This design comes from an exercise in tuning for small area, a short achievable clock period and few clock cycles per item on the open sky130 flow, not from production work. For this run, only the layout was checked, not whether the RTL still works. No activity file was given, so power comes from the tool's default toggle rates.

==> flow/constraint.sdc <==
create_clock -name core_clock -period 6.5 [get_ports {clk}]
set_input_delay 1.3000 -clock core_clock [delete_from_list [all_inputs] [get_ports {clk}]]
set_output_delay 1.3000 -clock core_clock [all_outputs]
set_load 0.01 [all_outputs]
==> flow/design.v <==
package des_tables_pkg;
  typedef logic [63:0] block_t;
  typedef logic [31:0] half_t;
  typedef logic [27:0] cd_t;
  typedef logic [47:0] subkey_t;
  typedef logic [5:0]  sbox_in_t;
  typedef logic [3:0]  nibble_t;
  typedef logic [4:0]  round_t;
  typedef struct packed {
    block_t key;
    block_t block;
    logic   decrypt;
  } des_job_t;
  localparam int N_ROUNDS = 16;
  localparam logic [64*7-1:0] IP_TABLE = {
    7'd58, 7'd50, 7'd42, 7'd34, 7'd26, 7'd18, 7'd10, 7'd2, 7'd60, 7'd52, 7'd44, 7'd36,
    7'd28, 7'd20, 7'd12, 7'd4, 7'd62, 7'd54, 7'd46, 7'd38, 7'd30, 7'd22, 7'd14, 7'd6,
    7'd64, 7'd56, 7'd48, 7'd40, 7'd32, 7'd24, 7'd16, 7'd8, 7'd57, 7'd49, 7'd41, 7'd33,
    7'd25, 7'd17, 7'd9, 7'd1, 7'd59, 7'd51, 7'd43, 7'd35, 7'd27, 7'd19, 7'd11, 7'd3,
    7'd61, 7'd53, 7'd45, 7'd37, 7'd29, 7'd21, 7'd13, 7'd5, 7'd63, 7'd55, 7'd47, 7'd39,
    7'd31, 7'd23, 7'd15, 7'd7
  };
  localparam logic [64*7-1:0] FP_TABLE = {
    7'd40, 7'd8, 7'd48, 7'd16, 7'd56, 7'd24, 7'd64, 7'd32, 7'd39, 7'd7, 7'd47, 7'd15,
    7'd55, 7'd23, 7'd63, 7'd31, 7'd38, 7'd6, 7'd46, 7'd14, 7'd54, 7'd22, 7'd62, 7'd30,
    7'd37, 7'd5, 7'd45, 7'd13, 7'd53, 7'd21, 7'd61, 7'd29, 7'd36, 7'd4, 7'd44, 7'd12,
    7'd52, 7'd20, 7'd60, 7'd28, 7'd35, 7'd3, 7'd43, 7'd11, 7'd51, 7'd19, 7'd59, 7'd27,
    7'd34, 7'd2, 7'd42, 7'd10, 7'd50, 7'd18, 7'd58, 7'd26, 7'd33, 7'd1, 7'd41, 7'd9,
    7'd49, 7'd17, 7'd57, 7'd25
  };
  localparam logic [48*6-1:0] E_TABLE = {
    6'd32, 6'd1, 6'd2, 6'd3, 6'd4, 6'd5, 6'd4, 6'd5, 6'd6, 6'd7, 6'd8, 6'd9,
    6'd8, 6'd9, 6'd10, 6'd11, 6'd12, 6'd13, 6'd12, 6'd13, 6'd14, 6'd15, 6'd16, 6'd17,
    6'd16, 6'd17, 6'd18, 6'd19, 6'd20, 6'd21, 6'd20, 6'd21, 6'd22, 6'd23, 6'd24, 6'd25,
    6'd24, 6'd25, 6'd26, 6'd27, 6'd28, 6'd29, 6'd28, 6'd29, 6'd30, 6'd31, 6'd32, 6'd1
  };
  localparam logic [32*6-1:0] P_TABLE = {
    6'd16, 6'd7, 6'd20, 6'd21, 6'd29, 6'd12, 6'd28, 6'd17, 6'd1, 6'd15, 6'd23, 6'd26,
    6'd5, 6'd18, 6'd31, 6'd10, 6'd2, 6'd8, 6'd24, 6'd14, 6'd32, 6'd27, 6'd3, 6'd9,
    6'd19, 6'd13, 6'd30, 6'd6, 6'd22, 6'd11, 6'd4, 6'd25
  };
  localparam logic [56*7-1:0] PC1_TABLE = {
    7'd57, 7'd49, 7'd41, 7'd33, 7'd25, 7'd17, 7'd9, 7'd1, 7'd58, 7'd50, 7'd42, 7'd34,
    7'd26, 7'd18, 7'd10, 7'd2, 7'd59, 7'd51, 7'd43, 7'd35, 7'd27, 7'd19, 7'd11, 7'd3,
    7'd60, 7'd52, 7'd44, 7'd36, 7'd63, 7'd55, 7'd47, 7'd39, 7'd31, 7'd23, 7'd15, 7'd7,
    7'd62, 7'd54, 7'd46, 7'd38, 7'd30, 7'd22, 7'd14, 7'd6, 7'd61, 7'd53, 7'd45, 7'd37,
    7'd29, 7'd21, 7'd13, 7'd5, 7'd28, 7'd20, 7'd12, 7'd4
  };
  localparam logic [48*6-1:0] PC2_TABLE = {
    6'd14, 6'd17, 6'd11, 6'd24, 6'd1, 6'd5, 6'd3, 6'd28, 6'd15, 6'd6, 6'd21, 6'd10,
    6'd23, 6'd19, 6'd12, 6'd4, 6'd26, 6'd8, 6'd16, 6'd7, 6'd27, 6'd20, 6'd13, 6'd2,
    6'd41, 6'd52, 6'd31, 6'd37, 6'd47, 6'd55, 6'd30, 6'd40, 6'd51, 6'd45, 6'd33, 6'd48,
    6'd44, 6'd49, 6'd39, 6'd56, 6'd34, 6'd53, 6'd46, 6'd42, 6'd50, 6'd36, 6'd29, 6'd32
  };
  localparam logic [16*2-1:0] SHIFT_SCHED = {
    2'd1, 2'd1, 2'd2, 2'd2, 2'd2, 2'd2, 2'd2, 2'd2, 2'd1, 2'd2, 2'd2, 2'd2,
    2'd2, 2'd2, 2'd2, 2'd1
  };
  localparam logic [512*4-1:0] SBOX = {
    4'd14, 4'd0, 4'd4, 4'd15, 4'd13, 4'd7, 4'd1, 4'd4, 4'd2, 4'd14, 4'd15, 4'd2,
    4'd11, 4'd13, 4'd8, 4'd1, 4'd3, 4'd10, 4'd10, 4'd6, 4'd6, 4'd12, 4'd12, 4'd11,
    4'd5, 4'd9, 4'd9, 4'd5, 4'd0, 4'd3, 4'd7, 4'd8, 4'd4, 4'd15, 4'd1, 4'd12,
    4'd14, 4'd8, 4'd8, 4'd2, 4'd13, 4'd4, 4'd6, 4'd9, 4'd2, 4'd1, 4'd11, 4'd7,
    4'd15, 4'd5, 4'd12, 4'd11, 4'd9, 4'd3, 4'd7, 4'd14, 4'd3, 4'd10, 4'd10, 4'd0,
    4'd5, 4'd6, 4'd0, 4'd13, 4'd15, 4'd3, 4'd1, 4'd13, 4'd8, 4'd4, 4'd14, 4'd7,
    4'd6, 4'd15, 4'd11, 4'd2, 4'd3, 4'd8, 4'd4, 4'd14, 4'd9, 4'd12, 4'd7, 4'd0,
    4'd2, 4'd1, 4'd13, 4'd10, 4'd12, 4'd6, 4'd0, 4'd9, 4'd5, 4'd11, 4'd10, 4'd5,
    4'd0, 4'd13, 4'd14, 4'd8, 4'd7, 4'd10, 4'd11, 4'd1, 4'd10, 4'd3, 4'd4, 4'd15,
    4'd13, 4'd4, 4'd1, 4'd2, 4'd5, 4'd11, 4'd8, 4'd6, 4'd12, 4'd7, 4'd6, 4'd12,
    4'd9, 4'd0, 4'd3, 4'd5, 4'd2, 4'd14, 4'd15, 4'd9, 4'd10, 4'd13, 4'd0, 4'd7,
    4'd9, 4'd0, 4'd14, 4'd9, 4'd6, 4'd3, 4'd3, 4'd4, 4'd15, 4'd6, 4'd5, 4'd10,
    4'd1, 4'd2, 4'd13, 4'd8, 4'd12, 4'd5, 4'd7, 4'd14, 4'd11, 4'd12, 4'd4, 4'd11,
    4'd2, 4'd15, 4'd8, 4'd1, 4'd13, 4'd1, 4'd6, 4'd10, 4'd4, 4'd13, 4'd9, 4'd0,
    4'd8, 4'd6, 4'd15, 4'd9, 4'd3, 4'd8, 4'd0, 4'd7, 4'd11, 4'd4, 4'd1, 4'd15,
    4'd2, 4'd14, 4'd12, 4'd3, 4'd5, 4'd11, 4'd10, 4'd5, 4'd14, 4'd2, 4'd7, 4'd12,
    4'd7, 4'd13, 4'd13, 4'd8, 4'd14, 4'd11, 4'd3, 4'd5, 4'd0, 4'd6, 4'd6, 4'd15,
    4'd9, 4'd0, 4'd10, 4'd3, 4'd1, 4'd4, 4'd2, 4'd7, 4'd8, 4'd2, 4'd5, 4'd12,
    4'd11, 4'd1, 4'd12, 4'd10, 4'd4, 4'd14, 4'd15, 4'd9, 4'd10, 4'd3, 4'd6, 4'd15,
    4'd9, 4'd0, 4'd0, 4'd6, 4'd12, 4'd10, 4'd11, 4'd1, 4'd7, 4'd13, 4'd13, 4'd8,
    4'd15, 4'd9, 4'd1, 4'd4, 4'd3, 4'd5, 4'd14, 4'd11, 4'd5, 4'd12, 4'd2, 4'd7,
    4'd8, 4'd2, 4'd4, 4'd14, 4'd2, 4'd14, 4'd12, 4'd11, 4'd4, 4'd2, 4'd1, 4'd12,
    4'd7, 4'd4, 4'd10, 4'd7, 4'd11, 4'd13, 4'd6, 4'd1, 4'd8, 4'd5, 4'd5, 4'd0,
    4'd3, 4'd15, 4'd15, 4'd10, 4'd13, 4'd3, 4'd0, 4'd9, 4'd14, 4'd8, 4'd9, 4'd6,
    4'd4, 4'd11, 4'd2, 4'd8, 4'd1, 4'd12, 4'd11, 4'd7, 4'd10, 4'd1, 4'd13, 4'd14,
    4'd7, 4'd2, 4'd8, 4'd13, 4'd15, 4'd6, 4'd9, 4'd15, 4'd12, 4'd0, 4'd5, 4'd9,
    4'd6, 4'd10, 4'd3, 4'd4, 4'd0, 4'd5, 4'd14, 4'd3, 4'd12, 4'd10, 4'd1, 4'd15,
    4'd10, 4'd4, 4'd15, 4'd2, 4'd9, 4'd7, 4'd2, 4'd12, 4'd6, 4'd9, 4'd8, 4'd5,
    4'd0, 4'd6, 4'd13, 4'd1, 4'd3, 4'd13, 4'd4, 4'd14, 4'd14, 4'd0, 4'd7, 4'd11,
    4'd5, 4'd3, 4'd11, 4'd8, 4'd9, 4'd4, 4'd14, 4'd3, 4'd15, 4'd2, 4'd5, 4'd12,
    4'd2, 4'd9, 4'd8, 4'd5, 4'd12, 4'd15, 4'd3, 4'd10, 4'd7, 4'd11, 4'd0, 4'd14,
    4'd4, 4'd1, 4'd10, 4'd7, 4'd1, 4'd6, 4'd13, 4'd0, 4'd11, 4'd8, 4'd6, 4'd13,
    4'd4, 4'd13, 4'd11, 4'd0, 4'd2, 4'd11, 4'd14, 4'd7, 4'd15, 4'd4, 4'd0, 4'd9,
    4'd8, 4'd1, 4'd13, 4'd10, 4'd3, 4'd14, 4'd12, 4'd3, 4'd9, 4'd5, 4'd7, 4'd12,
    4'd5, 4'd2, 4'd10, 4'd15, 4'd6, 4'd8, 4'd1, 4'd6, 4'd1, 4'd6, 4'd4, 4'd11,
    4'd11, 4'd13, 4'd13, 4'd8, 4'd12, 4'd1, 4'd3, 4'd4, 4'd7, 4'd10, 4'd14, 4'd7,
    4'd10, 4'd9, 4'd15, 4'd5, 4'd6, 4'd0, 4'd8, 4'd15, 4'd0, 4'd14, 4'd5, 4'd2,
    4'd9, 4'd3, 4'd2, 4'd12, 4'd13, 4'd1, 4'd2, 4'd15, 4'd8, 4'd13, 4'd4, 4'd8,
    4'd6, 4'd10, 4'd15, 4'd3, 4'd11, 4'd7, 4'd1, 4'd4, 4'd10, 4'd12, 4'd9, 4'd5,
    4'd3, 4'd6, 4'd14, 4'd11, 4'd5, 4'd0, 4'd0, 4'd14, 4'd12, 4'd9, 4'd7, 4'd2,
    4'd7, 4'd2, 4'd11, 4'd1, 4'd4, 4'd14, 4'd1, 4'd7, 4'd9, 4'd4, 4'd12, 4'd10,
    4'd14, 4'd8, 4'd2, 4'd13, 4'd0, 4'd15, 4'd6, 4'd12, 4'd10, 4'd9, 4'd13, 4'd0,
    4'd15, 4'd3, 4'd3, 4'd5, 4'd5, 4'd6, 4'd8, 4'd11
  };
endpackage
package des_bus_pkg;
  typedef logic [2:0]  wb_adr_t;
  typedef logic [31:0] wb_word_t;
  typedef struct packed {
    logic     cyc;
    logic     stb;
    logic     we;
    wb_adr_t  adr;
    wb_word_t dat;
  } wb_req_t;
  typedef struct packed {
    logic     ack;
    wb_word_t dat;
  } wb_rsp_t;
  localparam wb_adr_t ADR_KEY_HI  = 3'd0;
  localparam wb_adr_t ADR_KEY_LO  = 3'd1;
  localparam wb_adr_t ADR_DATA_HI = 3'd2;
  localparam wb_adr_t ADR_DATA_LO = 3'd3;
  localparam wb_adr_t ADR_CTRL    = 3'd4;
  localparam wb_adr_t ADR_STATUS  = 3'd5;
  localparam wb_adr_t ADR_RES_HI  = 3'd6;
  localparam wb_adr_t ADR_RES_LO  = 3'd7;
  localparam int CTRL_START   = 0;
  localparam int CTRL_DECRYPT = 1;
  localparam int STAT_BUSY = 0;
  localparam int STAT_DONE = 1;
endpackage
`timescale 1ns/10ps
module des_key_sched (
  input  logic                    clk,
  input  logic                    rst,
  input  logic                    load,
  input  des_tables_pkg::block_t  key,
  input  logic                    decrypt,
  input  des_tables_pkg::round_t  round,
  output des_tables_pkg::subkey_t subkey
);
  des_tables_pkg::cd_t        c_q;
  des_tables_pkg::cd_t        d_q;
  des_tables_pkg::cd_t        c_rot;
  des_tables_pkg::cd_t        d_rot;
  logic       dec_q;
  int         shift;
  logic [55:0] pc1_out;
  logic [55:0] cd_rot;
  function automatic logic [27:0] rotate(input logic [27:0] v, input int n, input logic right);
    if (right) rotate = (v >> n) | (v << (28 - n));
    else rotate = (v << n) | (v >> (28 - n));
  endfunction
  always_comb begin
    for (int j = 0; j < 56; j++) pc1_out[55 - j] = key[64 - int'(des_tables_pkg::PC1_TABLE[(55 - j) * 7 +: 7])];
  end
  always_comb begin
    shift = 0;
    if (round != '0) begin
      if (!dec_q) shift = int'(des_tables_pkg::SHIFT_SCHED[(16 - int'(round)) * 2 +: 2]);
      else if (round > 5'd1) shift = int'(des_tables_pkg::SHIFT_SCHED[(int'(round) - 2) * 2 +: 2]);
    end
    c_rot  = rotate(c_q, shift, dec_q);
    d_rot  = rotate(d_q, shift, dec_q);
    cd_rot = {c_rot, d_rot};
    for (int j = 0; j < 48; j++) subkey[47 - j] = cd_rot[56 - int'(des_tables_pkg::PC2_TABLE[(47 - j) * 6 +: 6])];
  end
  always_ff @(posedge clk) begin
    if (load) begin
      c_q <= pc1_out[55:28];
      d_q <= pc1_out[27:0];
    end else begin
      c_q <= c_rot;
      d_q <= d_rot;
    end
  end
  always_ff @(posedge clk) begin
    if (rst) dec_q <= 1'b0;
    else if (load) dec_q <= decrypt;
  end
endmodule
`timescale 1ns/10ps
module des_round_f (
  input  des_tables_pkg::half_t   r,
  input  des_tables_pkg::subkey_t subkey,
  output des_tables_pkg::half_t   f_out
);
  des_tables_pkg::subkey_t  expanded;
  des_tables_pkg::subkey_t  mixed;
  des_tables_pkg::half_t    s_out;
  logic [7:0][5:0]          idx;
  always_comb begin
    for (int j = 0; j < 48; j++) expanded[47 - j] = r[32 - int'(des_tables_pkg::E_TABLE[(47 - j) * 6 +: 6])];
  end
  assign mixed = expanded ^ subkey;
  always_comb begin
    for (int i = 0; i < 8; i++) begin
      idx[i] = mixed[47 - 6 * i -: 6];
      s_out[31 - 4 * i -: 4] = des_tables_pkg::SBOX[(511 - (i * 64 + int'(idx[i]))) * 4 +: 4];
    end
  end
  always_comb begin
    for (int j = 0; j < 32; j++) f_out[31 - j] = s_out[32 - int'(des_tables_pkg::P_TABLE[(31 - j) * 6 +: 6])];
  end
endmodule
`timescale 1ns/10ps
module des_engine (
  input  logic                     clk,
  input  logic                     rst,
  input  logic                     start,
  input  des_tables_pkg::des_job_t job,
  output des_tables_pkg::block_t   result,
  output logic                     busy,
  output logic                     done
);
  typedef enum logic {
    IDLE,
    RUN
  } engine_state_t;
  engine_state_t state;
  des_tables_pkg::round_t        round_q;
  des_tables_pkg::half_t         l_q;
  des_tables_pkg::half_t         r_q;
  des_tables_pkg::half_t         f_val;
  des_tables_pkg::half_t         r_next;
  des_tables_pkg::subkey_t       subkey;
  des_tables_pkg::block_t        ip_out;
  des_tables_pkg::block_t        fp_out;
  des_tables_pkg::block_t        preout;
  logic          accept;
  assign busy   = (state == RUN);
  assign accept = start && (state == IDLE);
  des_key_sched key_sched_inst (
    .clk     (clk),
    .rst     (rst),
    .load    (accept),
    .key     (job.key),
    .decrypt (job.decrypt),
    .round   (round_q),
    .subkey  (subkey)
  );
  des_round_f round_f_inst (
    .r      (r_q),
    .subkey (subkey),
    .f_out  (f_val)
  );
  assign r_next = l_q ^ f_val;
  assign preout = {r_next, r_q};
  always_comb begin
    for (int j = 0; j < 64; j++) begin
      ip_out[63 - j] = job.block[64 - int'(des_tables_pkg::IP_TABLE[(63 - j) * 7 +: 7])];
      fp_out[63 - j] = preout[64 - int'(des_tables_pkg::FP_TABLE[(63 - j) * 7 +: 7])];
    end
  end
  always_ff @(posedge clk) begin
    if (accept) begin
      l_q <= ip_out[63:32];
      r_q <= ip_out[31:0];
    end else if (state == RUN) begin
      l_q <= r_q;
      r_q <= r_next;
    end
  end
  always_ff @(posedge clk) begin
    if (rst) begin
      state   <= IDLE;
      round_q <= '0;
      done    <= 1'b0;
      result  <= '0;
    end else begin
      case (state)
        IDLE: begin
          if (start) begin
            state   <= RUN;
            round_q <= des_tables_pkg::round_t'(1);
            done    <= 1'b0;
          end
        end
        RUN: begin
          if (round_q == des_tables_pkg::round_t'(des_tables_pkg::N_ROUNDS)) begin
            state   <= IDLE;
            round_q <= '0;
            done    <= 1'b1;
            result  <= fp_out;
          end else begin
            round_q <= round_q + des_tables_pkg::round_t'(1);
          end
        end
        default: state <= IDLE;
      endcase
    end
  end
endmodule
`timescale 1ns/10ps
module des_wb_regs (
  input  logic                     clk,
  input  logic                     rst,
  input  des_bus_pkg::wb_req_t     wb_req,
  output des_bus_pkg::wb_rsp_t     wb_rsp,
  output logic                     start,
  output des_tables_pkg::des_job_t job,
  input  des_tables_pkg::block_t   result,
  input  logic                     busy,
  input  logic                     done
);
  des_bus_pkg::wb_word_t key_hi;
  des_bus_pkg::wb_word_t key_lo;
  des_bus_pkg::wb_word_t data_hi;
  des_bus_pkg::wb_word_t data_lo;
  logic     decrypt_q;
  logic     ack_q;
  des_bus_pkg::wb_word_t dat_q;
  des_bus_pkg::wb_word_t rd_word;
  logic     access;
  logic     wr;
  assign access = wb_req.cyc && wb_req.stb && !ack_q;
  assign wr     = access && wb_req.we;
  always_comb begin
    rd_word = '0;
    case (wb_req.adr)
      des_bus_pkg::ADR_KEY_HI:  rd_word = key_hi;
      des_bus_pkg::ADR_KEY_LO:  rd_word = key_lo;
      des_bus_pkg::ADR_DATA_HI: rd_word = data_hi;
      des_bus_pkg::ADR_DATA_LO: rd_word = data_lo;
      des_bus_pkg::ADR_CTRL:    rd_word[des_bus_pkg::CTRL_DECRYPT] = decrypt_q;
      des_bus_pkg::ADR_STATUS: begin
        rd_word[des_bus_pkg::STAT_BUSY] = busy;
        rd_word[des_bus_pkg::STAT_DONE] = done;
      end
      des_bus_pkg::ADR_RES_HI:  rd_word = result[63:32];
      des_bus_pkg::ADR_RES_LO:  rd_word = result[31:0];
      default:     rd_word = '0;
    endcase
  end
  always_ff @(posedge clk) begin
    if (rst) begin
      key_hi    <= '0;
      key_lo    <= '0;
      data_hi   <= '0;
      data_lo   <= '0;
      decrypt_q <= 1'b0;
      ack_q     <= 1'b0;
      dat_q     <= '0;
      start     <= 1'b0;
    end else begin
      ack_q <= access;
      start <= 1'b0;
      if (access) dat_q <= rd_word;
      if (wr) begin
        case (wb_req.adr)
          des_bus_pkg::ADR_KEY_HI:  key_hi  <= wb_req.dat;
          des_bus_pkg::ADR_KEY_LO:  key_lo  <= wb_req.dat;
          des_bus_pkg::ADR_DATA_HI: data_hi <= wb_req.dat;
          des_bus_pkg::ADR_DATA_LO: data_lo <= wb_req.dat;
          des_bus_pkg::ADR_CTRL: begin
            decrypt_q <= wb_req.dat[des_bus_pkg::CTRL_DECRYPT];
            start     <= wb_req.dat[des_bus_pkg::CTRL_START];
          end
          default: ;
        endcase
      end
    end
  end
  assign job.key     = {key_hi, key_lo};
  assign job.block   = {data_hi, data_lo};
  assign job.decrypt = decrypt_q;
  assign wb_rsp.ack = ack_q;
  assign wb_rsp.dat = dat_q;
endmodule
`timescale 1ns/10ps
module des_top (
  input  logic        clk,
  input  logic        rst,
  input  logic        wb_cyc_i,
  input  logic        wb_stb_i,
  input  logic        wb_we_i,
  input  logic [2:0]  wb_adr_i,
  input  logic [31:0] wb_dat_i,
  output logic        wb_ack_o,
  output logic [31:0] wb_dat_o
);
  des_bus_pkg::wb_req_t wb_req;
  des_bus_pkg::wb_rsp_t wb_rsp;
  des_tables_pkg::des_job_t job;
  des_tables_pkg::block_t   result;
  logic     start;
  logic     busy;
  logic     done;
  assign wb_req   = {wb_cyc_i, wb_stb_i, wb_we_i, wb_adr_i, wb_dat_i};
  assign wb_ack_o = wb_rsp.ack;
  assign wb_dat_o = wb_rsp.dat;
  des_wb_regs wb_regs_inst (
    .clk    (clk),
    .rst    (rst),
    .wb_req (wb_req),
    .wb_rsp (wb_rsp),
    .start  (start),
    .job    (job),
    .result (result),
    .busy   (busy),
    .done   (done)
  );
  des_engine engine_inst (
    .clk    (clk),
    .rst    (rst),
    .start  (start),
    .job    (job),
    .result (result),
    .busy   (busy),
    .done   (done)
  );
endmodule
==> flow/config.mk <==
export PLATFORM = sky130hd
export DESIGN_NAME = des_top
export DESIGN_NICKNAME = des_top
export VERILOG_FILES = /design/flow/design.v
export SDC_FILE = /design/flow/constraint.sdc
export NUM_CORES = 4
export LEC_CHECK = 0
export CAP_MARGIN = 20
export CORE_MARGIN = 2
export CORE_UTILIZATION = 40
export SLEW_MARGIN = 20
==> flow/run.sh <==
#!/bin/bash
# synth_recipe.tcl (not shown) runs the flow's synth.tcl, then flattens the netlist and writes it again
# the make line also repeats each setting of config.mk as NAME=value (left out here)
make -C /OpenROAD-flow-scripts/flow DESIGN_CONFIG=/design/flow/config.mk WORK_HOME=/design/flow/orfs CLKGATE_MAP_FILE= SYNTH_SCRIPT=/design/flow/synth_recipe.tcl finish
==> results by group <==
Worst setup path
  • CP Cell Sequence: inv_1 -> ha_1 -> o21ai_0 -> and3b_1 -> o41a_4 -> nor3_4 -> inv_4 -> ha_1 -> nor2_4 -> buf_4 -> nand2_1 -> mux2_2 -> a32oi_2 -> xnor2_2 -> inv_1 -> ha_2 -> mux4_2 -> nor2b_1 -> a211oi_1 -> buf_4 -> xnor2_1 -> a21oi_1
  • Req. time, crit path: slightly below 7 ns
  • Worst Path Arrival: about 6.6 ns
  • Crit. End Element: flop
  • Crit Path Max Fanout: 13
  • Crit path max-delay cell type: o41a_4
  • Critical path buffers and inverters: 5
  • Startpoint types: flop
  • Slowest stage delay, CP: around 0.50 ns
  • CP Class: reg -> reg
  • Family with the most delay on the worst path: compound AO/OA/AOI/OAI gates

Synthesis
  • Yosys warnings: 4
  • Syn_nets: between 3,000 and 4,000
  • Mean area per synthesized cell: slightly below 8 µm²
  • FFs w/ async S/R, synth: 0%
  • Syn Inst Count: around 3,200
  • Flops & latches, synth: around 360
  • Synth cell types: around 110
  • Post-Syn Area: between 20,000 and 30,000 µm²
  • Number of flops mapped to enable cells by yosys: 64
  • Register area share after synthesis: a little under a third
  • Dominant synthesized flop cell: dfxtp_1

Global route
  • Largest net degree at the start of global routing: approximately 120
  • Initial antenna violation count: 2
  • Gr usage total: about 30%
  • First-pass GRT wire length: about 150 mm
  • GRT busiest layer: met2
  • Met3 usage: under 10%
  • Grt ovf: 0
  • Grt met2 use: between 40% and 50%
  • Vias in the first global route: around 24,000
  • GRT met1 Usage: between 40% and 50%

STA
  • Final period util: 96.1%
  • Clock skew: between 0.03 and 0.04 ns
  • Final min period: 6.25 ns
  • Final TNS setup: 0 ns
  • Final hold vios: 0
  • FMAX: approximately 160 MHz
  • Setup-failing EPs final: 0
  • Worst-margin pin slew: 0.940 ns
  • Rel. slew slack: between 30% and 40%
  • Max-slew violations: 0
  • Crit path setup slack, layout: between 0.2 and 0.3 ns

Die
  • Die area: approximately 65,000 µm²
  • Core ar.: roughly 63,000 µm²
  • Die H: around 260 µm
  • Die Width: roughly 260 µm
  • Starting Density: 40.3%
  • Num rows: between 90 and 100
  • I/O pin count: 73

Clock network
  • CTS tree: yes
  • Depth of the CTS H-tree: 2
  • Max Root-Sink Buffers: 3
  • CTS root buf: clkbuf_16
  • Total CTS buffers: 42
  • Reg clk slew, reported paths: 0.06 ns
  • Later-pin clock latency in the skew report: roughly 0.60 ns
  • TritonCTS sink count: 355

Route
  • Initial DRC Count: 3,340
  • Pre-antenna DRT Iters: 7
  • Final wirelength: roughly 100 mm
  • DR vias/cell: ~6.3
  • DR vias: around 25,000
  • Post-DRT Antenna Nets: 0
  • # DRC: 0
  • Per-cell routed wire length: around 25 µm

Hold path
  • Min-Delay Path Class: reg -> reg

Placement
  • RePlAce Congestion: between 0.9 and 1
  • I/O Buffers: between 70 and 80
  • Setup WS pre-CTS: -0.0272 ns
  • DP Cell Count: approximately 4,000
  • Area after DPL: roughly 27,000 µm²
  • Hpwl dp: a little over 70 mm

Pwr
  • Pwr Density: ~350 nW/µm²
  • Worst-case vdd ir drop: slightly below 0.2 mV
  • LEAKAGE: about 11 nW

Cells and area
  • Commonest cells after routing, fill and taps aside: 637 x nand2_1, 311 x a21oi_1, 289 x dfxtp_1
  • Layout Cells excl Fill: about 4,000
  • Final Cell Area: approximately 28,000 µm²
  • Commonest non-fill, non-tap cell in the layout: nand2_1
  • Final #Nets: ~3,300
  • Layout cells sized above 1: between 10% and 20%
  • Layout area overhead: 12.5%

Run status
  • Status: timing/DRC/antenna clean

Flow run
  • Max-cap violations: 0
[sequential cells by signal, indices dropped and copies added, names as in the netlist]
register,count
wb_regs_inst.dat_q,32
wb_regs_inst.key_hi,32
wb_regs_inst.data_hi,32
wb_regs_inst.ack_q,1
wb_regs_inst.start,1
wb_regs_inst.data_lo,32
engine_inst.r_q,32
engine_inst.key_sched_inst.c_q,28
engine_inst.key_sched_inst.d_q,28
engine_inst.result,64
engine_inst.state,1
wb_regs_inst.decrypt_q,1
engine_inst.done,1
engine_inst.l_q,32
wb_regs_inst.key_lo,32
engine_inst.key_sched_inst.dec_q,1
engine_inst.round_q,5
[cell usage after synthesis (17+ instances only)]
library cell,instances,area (µm²)
a2111oi_0,20,175
a211oi_1,74,556
a21oi_1,311,1560
a22o_1,36,315
a31oi_1,35,219
and2_1,22,138
and3_1,22,138
buf_1,18,67.6
buf_2,50,250
clkbuf_1,191,717
dfxtp_1,291,5830
edfxtp_1,64,1920
ha_1,69,863
inv_1,70,263
mux2_2,43,484
mux2i_1,140,1400
mux4_2,38,856
nand2_1,638,2390
nand3_1,59,295
nand4_1,23,144
nor2_1,247,927
nor3_1,66,330
nor4_1,19,119
o211ai_1,70,526
o21ai_0,123,616
o31ai_1,21,158
or3_1,17,106
xnor2_1,50,438
xor2_1,32,280
[where the power goes]
part	internal, mW	leakage (nW)	switching, mW
logic	1.98	6.91	2.92
clock network	1.34	0.648	1.01
registers	2.48	2.94	0.308
total	5.80	10.5	4.24
[cells by family after synthesis]
logic type / Yosys count / share of synthesized area, %
AND/OR/NAND/NOR: 1217 / 21.4
adder cells (fa/ha/maj): 69 / 3.42
multiplexers: 221 / 10.9
flip-flops: 355 / 30.7
buffers and inverters: 344 / 5.59
AO/OA/AOI/OAI: 904 / 24.2
XOR/XNOR: 95 / 3.85
[what timing repair did]
action / 4_1_cts / 5_1_grt
gates resized for setup: 1 / 9
setup buffers: 0 / 4
endpoints found under the setup margin: 2 / 22
pin swaps: 0 / 1
hold buffers: 0 / 0
[worst register-to-register path: stages (launching register included)]
cell	delay (ns)
dfxtp_2	0.45
inv_1	0.11
ha_1	0.40
o21ai_0	0.11
and3b_1	0.27
o41a_4	0.50
nor3_4	0.19
inv_4	0.05
ha_1	0.41
nor2_4	0.27
buf_4	0.18
nand2_1	0.05
mux2_2	0.28
a32oi_2	0.43
xnor2_2	0.23
inv_1	0.18
ha_2	0.41
mux4_2	0.50
nor2b_1	0.15
a211oi_1	0.33
buf_4	0.20
xnor2_1	0.16
a21oi_1	0.11
[stage by stage]
| stage | util (%) | total power, mW | hold WS [ns] |
|---|---|---|---|
| after floorplan | - | 6.00 | 0.431 |
| after global placement | 43.0 | 7.57 | 0.438 |
| after detailed placement | 43.0 | 7.59 | 0.446 |
| after CTS | 45.2 | 9.94 | 0.454 |
| after global routing | 45.3 | 10.5 | 0.469 |
| final | 45.3 | 10.0 | 0.454 |
[layer usage]
metal	wire, µm	vias to the layer above
met5	26	-
met4	4930	4
met3	10400	226
met2	44100	1377
met1	42900	12300
li1	-	11600
[path summary, 6_finish.rpt]
kind                           from                      to  slack, ns  cells past startpoint
max          engine_inst.round_q[2]      engine_inst.r_q[9]       0.25                     22
min          engine_inst.result[27]  engine_inst.result[27]       0.45                      2
max reg2reg  engine_inst.round_q[2]      engine_inst.r_q[9]       0.25                     22
min reg2reg  engine_inst.result[27]  engine_inst.result[27]       0.45                      2
[cell type report]
cell class	count	area [µm²]
fill	6167	34300
multi-input combinational	2506	16300
sequential	355	7750
timing repair buffer	198	1700
clock buffer	64	1220
tap	846	1060
inverter	76	288
clock inverter	13	118
antenna	1	2.50

[separate check: timing with driven ports]
Ports are ideal in the flow. The routed layout listed here was re-timed in OpenROAD. Step 1: set_driving_cell puts a clkbuf_16 on clk and a buf_2 on each other input, an assumption about the parent block. Step 2 times the ports against the registers' clock, not the clock port: input delays grow and output delays shrink by t, the midpoint of the rising clock arrivals with the driver on. Slacks: no drivers / after step 1 / after step 2; pairs: no drivers / after step 1.
t, ns: 0.642
setup WS [ns]: 0.250 / 0.250 / 0.250
worst hold slack (ns): 0.454 / 0.454 / 0.454
worst slew at a driven data input, ns: 0.08
After both steps setup and hold are still met in this run. The setup slack of this run moves by 0.000 ns with the drivers and by 0.000 ns with both steps.
